Background: an optimization exercise with open tools, aiming at small area, a short achievable clock period and few clock cycles per item. Do not read the settings as production practice. Only simulation tests tie the RTL to the original design; equivalence was not proved.

**design/flow/config.mk**
```make
export PLATFORM = sky130hd
export DESIGN_NAME = fir_decimator_top
export DESIGN_NICKNAME = fir_decimator_top
export VERILOG_FILES = /design/flow/design.v
export SDC_FILE = /design/flow/constraint.sdc
export NUM_CORES = 4
export LEC_CHECK = 0
export CAP_MARGIN = 20
export CORE_MARGIN = 2
export CORE_UTILIZATION = 40
export SLEW_MARGIN = 20
```
**design/flow/constraint.sdc**
```tcl
create_clock -name core_clock -period 6.5 [get_ports {clk}]
set_input_delay 1.3000 -clock core_clock [delete_from_list [all_inputs] [get_ports {clk}]]
set_output_delay 1.3000 -clock core_clock [all_outputs]
set_load 0.01 [all_outputs]
```
**design/flow/design.v**
```verilog
`default_nettype none
package fir_pkg;
	typedef logic signed [5-1:0] sample_t;  
	typedef logic signed [9-1:0] coef_t;    
	typedef logic signed [17-1:0] acc_t;      
	typedef enum logic [2:0] {
		PH_INIT,
		PH0,
		PH1,
		PH2,
		PH3,
		PH4
	} phase_t;
endpackage
`default_nettype wire
`default_nettype none
module fir_decimator_top
(
	input wire logic clk,
	input wire logic resetn,
	input wire logic in_valid,
	input wire fir_pkg::sample_t data_in,
	input wire logic out_credit,
	output logic in_credit,
	output logic out_valid,
	output fir_pkg::sample_t data_out
);
	logic v_r;                   
	logic signed [4:0] x_r;      
	logic [2:0] ph;              
	logic pend;                  
	logic [1:0] ocred;           
	logic [2:0] owe;             
	logic icr;
	logic [13:0] acc1;
	logic [13:0] acc2;
	logic [13:0] acc3;
	logic [10:0] acc4;
	logic first;
	logic signed [13:0] p1, p2, p3, p4;
	logic [1:0] ocred_nx;
	logic [2:0] owe_acc;
	logic icr_nx;
	assign first = v_r && (ph == 3'd0);
	always_comb
	begin
		case (ph)
			3'd0: begin p1 = x_r * 14'sd14; p2 = x_r * 14'sd193; p3 = x_r * -14'sd14; p4 = x_r * 14'sd1; end
			3'd1: begin p1 = x_r * 14'sd13; p2 = x_r * 14'sd99; p3 = x_r * -14'sd39; p4 = x_r * -14'sd9; end
			3'd2: begin p1 = x_r * -14'sd2; p2 = x_r * -14'sd3; p3 = x_r * -14'sd3; p4 = x_r * -14'sd2; end
			3'd3: begin p1 = x_r * -14'sd9; p2 = x_r * -14'sd39; p3 = x_r * 14'sd99; p4 = x_r * 14'sd13; end
			default: begin p1 = x_r * 14'sd1; p2 = x_r * -14'sd14; p3 = x_r * 14'sd193; p4 = x_r * 14'sd14; end
		endcase
	end
	assign out_valid = pend && (ocred != 2'd0);
	assign data_out = acc1[13:9];
	assign in_credit = icr;
	assign ocred_nx = ocred - {1'b0, out_valid} + {1'b0, out_credit};
	assign owe_acc = owe + {2'b0, in_valid};
	assign icr_nx = (owe_acc != 3'd0) && (ocred_nx != 2'd0);
	always_ff @(posedge clk)
	begin
		x_r <= in_valid ? data_in : 5'd0;
		acc1 <= (first ? acc2 : acc1) + p1;
	end
	always_ff @(posedge clk, negedge resetn)
	begin
		if (!resetn)
		begin
			v_r <= 1'b0;
			ph <= 3'd0;
			pend <= 1'b0;
			ocred <= 2'd2;
			owe <= 3'd0;
			icr <= 1'b0;
			acc2 <= '0;
			acc3 <= '0;
			acc4 <= '0;
		end
		else
		begin
			v_r <= in_valid;
			if (v_r)
				ph <= (ph == 3'd4) ? 3'd0 : ph + 3'd1;
			pend <= (v_r && ph == 3'd4) || (pend && !out_valid);
			ocred <= ocred_nx;
			owe <= owe_acc - {2'b0, icr_nx};
			icr <= icr_nx;
			acc2 <= (first ? acc3 : acc2) + p2;
			acc3 <= (first ? {{3{acc4[10]}}, acc4} : acc3) + p3;
			acc4 <= (first ? 11'd0 : acc4) + p4[10:0];
		end
	end
endmodule
`default_nettype wire
```
**design/flow/run.sh**
```bash
#!/bin/bash
# synth_recipe.tcl (not shown) runs the flow's synth.tcl, then flattens the netlist and writes it again
# the make line also repeats each setting of config.mk as NAME=value (left out here)
make -C /OpenROAD-flow-scripts/flow DESIGN_CONFIG=/design/flow/config.mk WORK_HOME=/design/flow/orfs CLKGATE_MAP_FILE= SYNTH_SCRIPT=/design/flow/synth_recipe.tcl finish
```
==> notes.md <==
==> stage by stage <==
| step | instances |
|---|---|
| after floorplan | 961 |
| final | 1251 |
| after global placement | 1235 |
| after detailed placement | 1235 |
| after global routing | 1251 |
| after CTS | 1251 |
==> metal layers <==
layer  GRT usage [%]  vias up
met1            27.8     3215
met4            5.99        0
li1                -     3419
met2            32.9      180
met3            3.51       39
met5               0        -
==> logic make-up (layout without fill, tap and decap cells) <==
family / Yosys count / in the layout / share of synthesized area [%]
XOR/XNOR: 80 / 80 / 8.54
AND/OR/NAND/NOR: 196 / 196 / 10.8
adder cells (fa/ha/maj): 178 / 178 / 29.2
buffers and inverters: 143 / 158 / 6.57
multiplexers: 40 / 40 / 5.24
AO/OA/AOI/OAI: 255 / 255 / 20.5
flip-flops: 69 / 69 / 19.2
==> flip-flops by register name, summed over array words and instances (netlist names) <==
| name | flops |
|---|---|
| acc1 | 14 |
| acc2 | 14 |
| acc3 | 14 |
| acc4 | 11 |
| x_r | 5 |
| owe | 3 |
| ph | 3 |
| ocred | 2 |
| icr | 1 |
| pend | 1 |
| v_r | 1 |
==> worst max path at each step <==
stage | start | to | cells past startpoint
3_3_place_gp | x_r[2] | acc1[13] | 18
3_5_place_dp | x_r[2] | acc1[13] | 19
5_1_grt | x_r[2] | acc1[13] | 19
6_report | x_r[2] | acc1[13] | 19
4_1_cts | x_r[2] | acc1[13] | 19
2_1_floorplan | x_r[3] | acc1[13] | 18
==> layout make-up <==
type / count / area (µm²) / share of cell area [%]
Clock buffer: 10 / 239 / 2.56
Clock inverter: 6 / 93.8 / 1.01
Inverter: 110 / 413 / 4.42
Multi-Input combinational cell: 749 / 6340 / 67.9
Sequential cell: 69 / 1630 / 17.5
Tap cell: 275 / 344 / 3.69
Timing Repair Buffer: 32 / 273 / 2.92
==> layout by cell type, fill, tap and decap left out, drive strengths merged, types with 35 or more instances in the layout <==
| cell | count |
|---|---|
| fa | 35 |
| nand2 | 59 |
| a21oi | 71 |
| nor2 | 60 |
| o21ai | 40 |
| ha | 143 |
| xnor2 | 55 |
| inv | 110 |
| mux2 | 37 |
| dfrtp | 49 |
==> worst reg2reg max path: cells and delay by family (launching register included) <==
| kind | cells | cell delay, ns |
|---|---|---|
| adder cells (fa/ha/maj) | 6 | 2.22 |
| AO/OA/AOI/OAI | 7 | 1.67 |
| AND/OR/NAND/NOR | 2 | 0.54 |
| flip-flops | 1 | 0.49 |
| XOR/XNOR | 1 | 0.33 |
| buffers and inverters | 3 | 0.28 |
==> flow_summary.ini <==
[logic_synthesis]
synth.distinct_cells = 78
synth_edf_count = 0
synth_common_cells = ha_1, inv_1, a21oi_1
yosysWarnings = 1
synth.ff_latch_count = 69
synth_ff_type = dfrtp_1
yosysMostFrequentCell = ha_1
syn-instance-count = 961
netlist_area_um2 = 8530
syn-num-nets = 1148
ys_async_sr_fraction_pct = 72.5
seq_area_frac_synth_pct = 19.2
synth_top_area_share_pct = 21.0
synth_top_area_cell = ha_1
synth.avg_cell_area_um2 = 8.87
synthTopCellsByArea = ha_1, dfrtp_1, fa_1, xnor2_1, mux2_2

[hold_path]
hp-start = pend
hp-class = reg -> reg
whs_path_depth = 1
min_to = pend

[sta]
holdWs_ns = 0.499
tns_ns = 0
min_period_ns = 5.66
drv_slew = 0
clock_skew_ns = 0.00982
slew-limit-headroom_pct = 30.0
rsz0062_at_grt = false
worst_slew_pin_slew_ns = 1.05
worst_slack_ns = 0.839
finalCritPeriodShare_pct = 87.1
setup_viol = 0
hold_viol = 0
max_clock_freq_ghz = 0.177

[grt]
grt-ovfl-total = 0
grt_usage_pct = 20.4
antenna_found_initial = 0
grt_max_degree = 51
grt_pass1_vias = 6678
grt_pass1_wl_mm = 35.5

[floorplan]
die_height_um = 150
core-area_um2 = 21000
dieArea_um2 = 22500
io-pin-count = 16
row_count = 53
fp.dieW_um = 150
start_util_pct = 40.7

[final_layout]
final_area_um2 = 9340
fin_nets = 1158
n_antenna_cell = 0
syn2layout_area_growth_pct = 9.51
fill_cells = 2070
drive_gt1_share_pct = 9.73
fin_util_pct = 44.6

[route]
vias_per_cell = 5.48
post_drt_wl_per_cell_um = 17.7
wl_met3_mm = 1.20
met2_length_mm = 10.1
wirelength_mm = 22.1
drc = 0
via_count = 6853
ant_nets = 0
wl_met1_mm = 10.2
first_pass_iters = 6
routed.top_layer = met4
dr.first_iter.drc_count = 609

[cts]
postCtsHoldBufs = 0
clk_pin_slew_ns = 0.06
cts_tree = done
cts_setup_buffers = 0
clockBufferDepth = 2
cts_buffers = 9
htreeDepth = 3
cts_sinks = 69
clockRootBuffer = clkbuf_16
cts_resized = 0
clk_latency_ns = 0.34

[critical_path]
reg2reg_setup_slack_ns = 0.84
worstPathRequired_ns = 6.72
cpMostUsedCell = ha_1
crit_family = adder cells
cp.arrival_ns = 5.88
slowest_delay_ns = 0.50
startpoint_type = register
crit_path_end_kind = register
crit_chain = inv_1 -> ha_1 -> ha_1 -> inv_1 -> fa_1 -> inv_1 -> ha_1 -> fa_1 -> a211o_1 -> a21oi_1 -> o211ai_1 -> a221oi_2 -> a21oi_2 -> ha_1 -> o21ai_0 -> or2b_2 -> and3_2 -> a221oi_2 -> xnor3_1
reg2reg_from = x_r[2]
crit_slowest_cell = fa_1
path_max_fanout = 7
reg2reg_depth = 19
crit_type = reg -> reg
crit_buf_inv = 3
r2r_end = acc1[13]

[placed_design]
dp.final_hpwl_mm = 17.7
pre_cts_slack_ns = 0.865
portBuffers = 15
place_congestion = 0.909
placed_area_um2 = 9000

[run]
drv_cap = 0

[outcome]
status = no timing/DRC/antenna violations
Testbench counts, summed over its fixed seeds: cycles 12,008, results 2,400.

what the ideal ports hide:
Ports are ideal in the flow. The routed layout listed here was re-timed in OpenROAD.
Step 1: set_driving_cell puts a clkbuf_16 on clk and a buf_2 on each other input, an assumption about the parent block.
Step 2 also shifts input and output timing later by t, the mid clock arrival at the registers, as if the neighbouring blocks saw the same clock.
Slacks: ideal ports / drivers / drivers and shift; pairs: ideal ports / drivers.
t (ns): 0.379
setup slack, ns: 0.839 / 0.839 / 0.839
latest minus earliest clock arrival (ns): 0.010 / 0.010
cell pins on the clock port's net: 1
After both steps this run still meets setup and hold. The setup slack of this run moves by 0.000 ns with the drivers and by 0.000 ns with both steps.
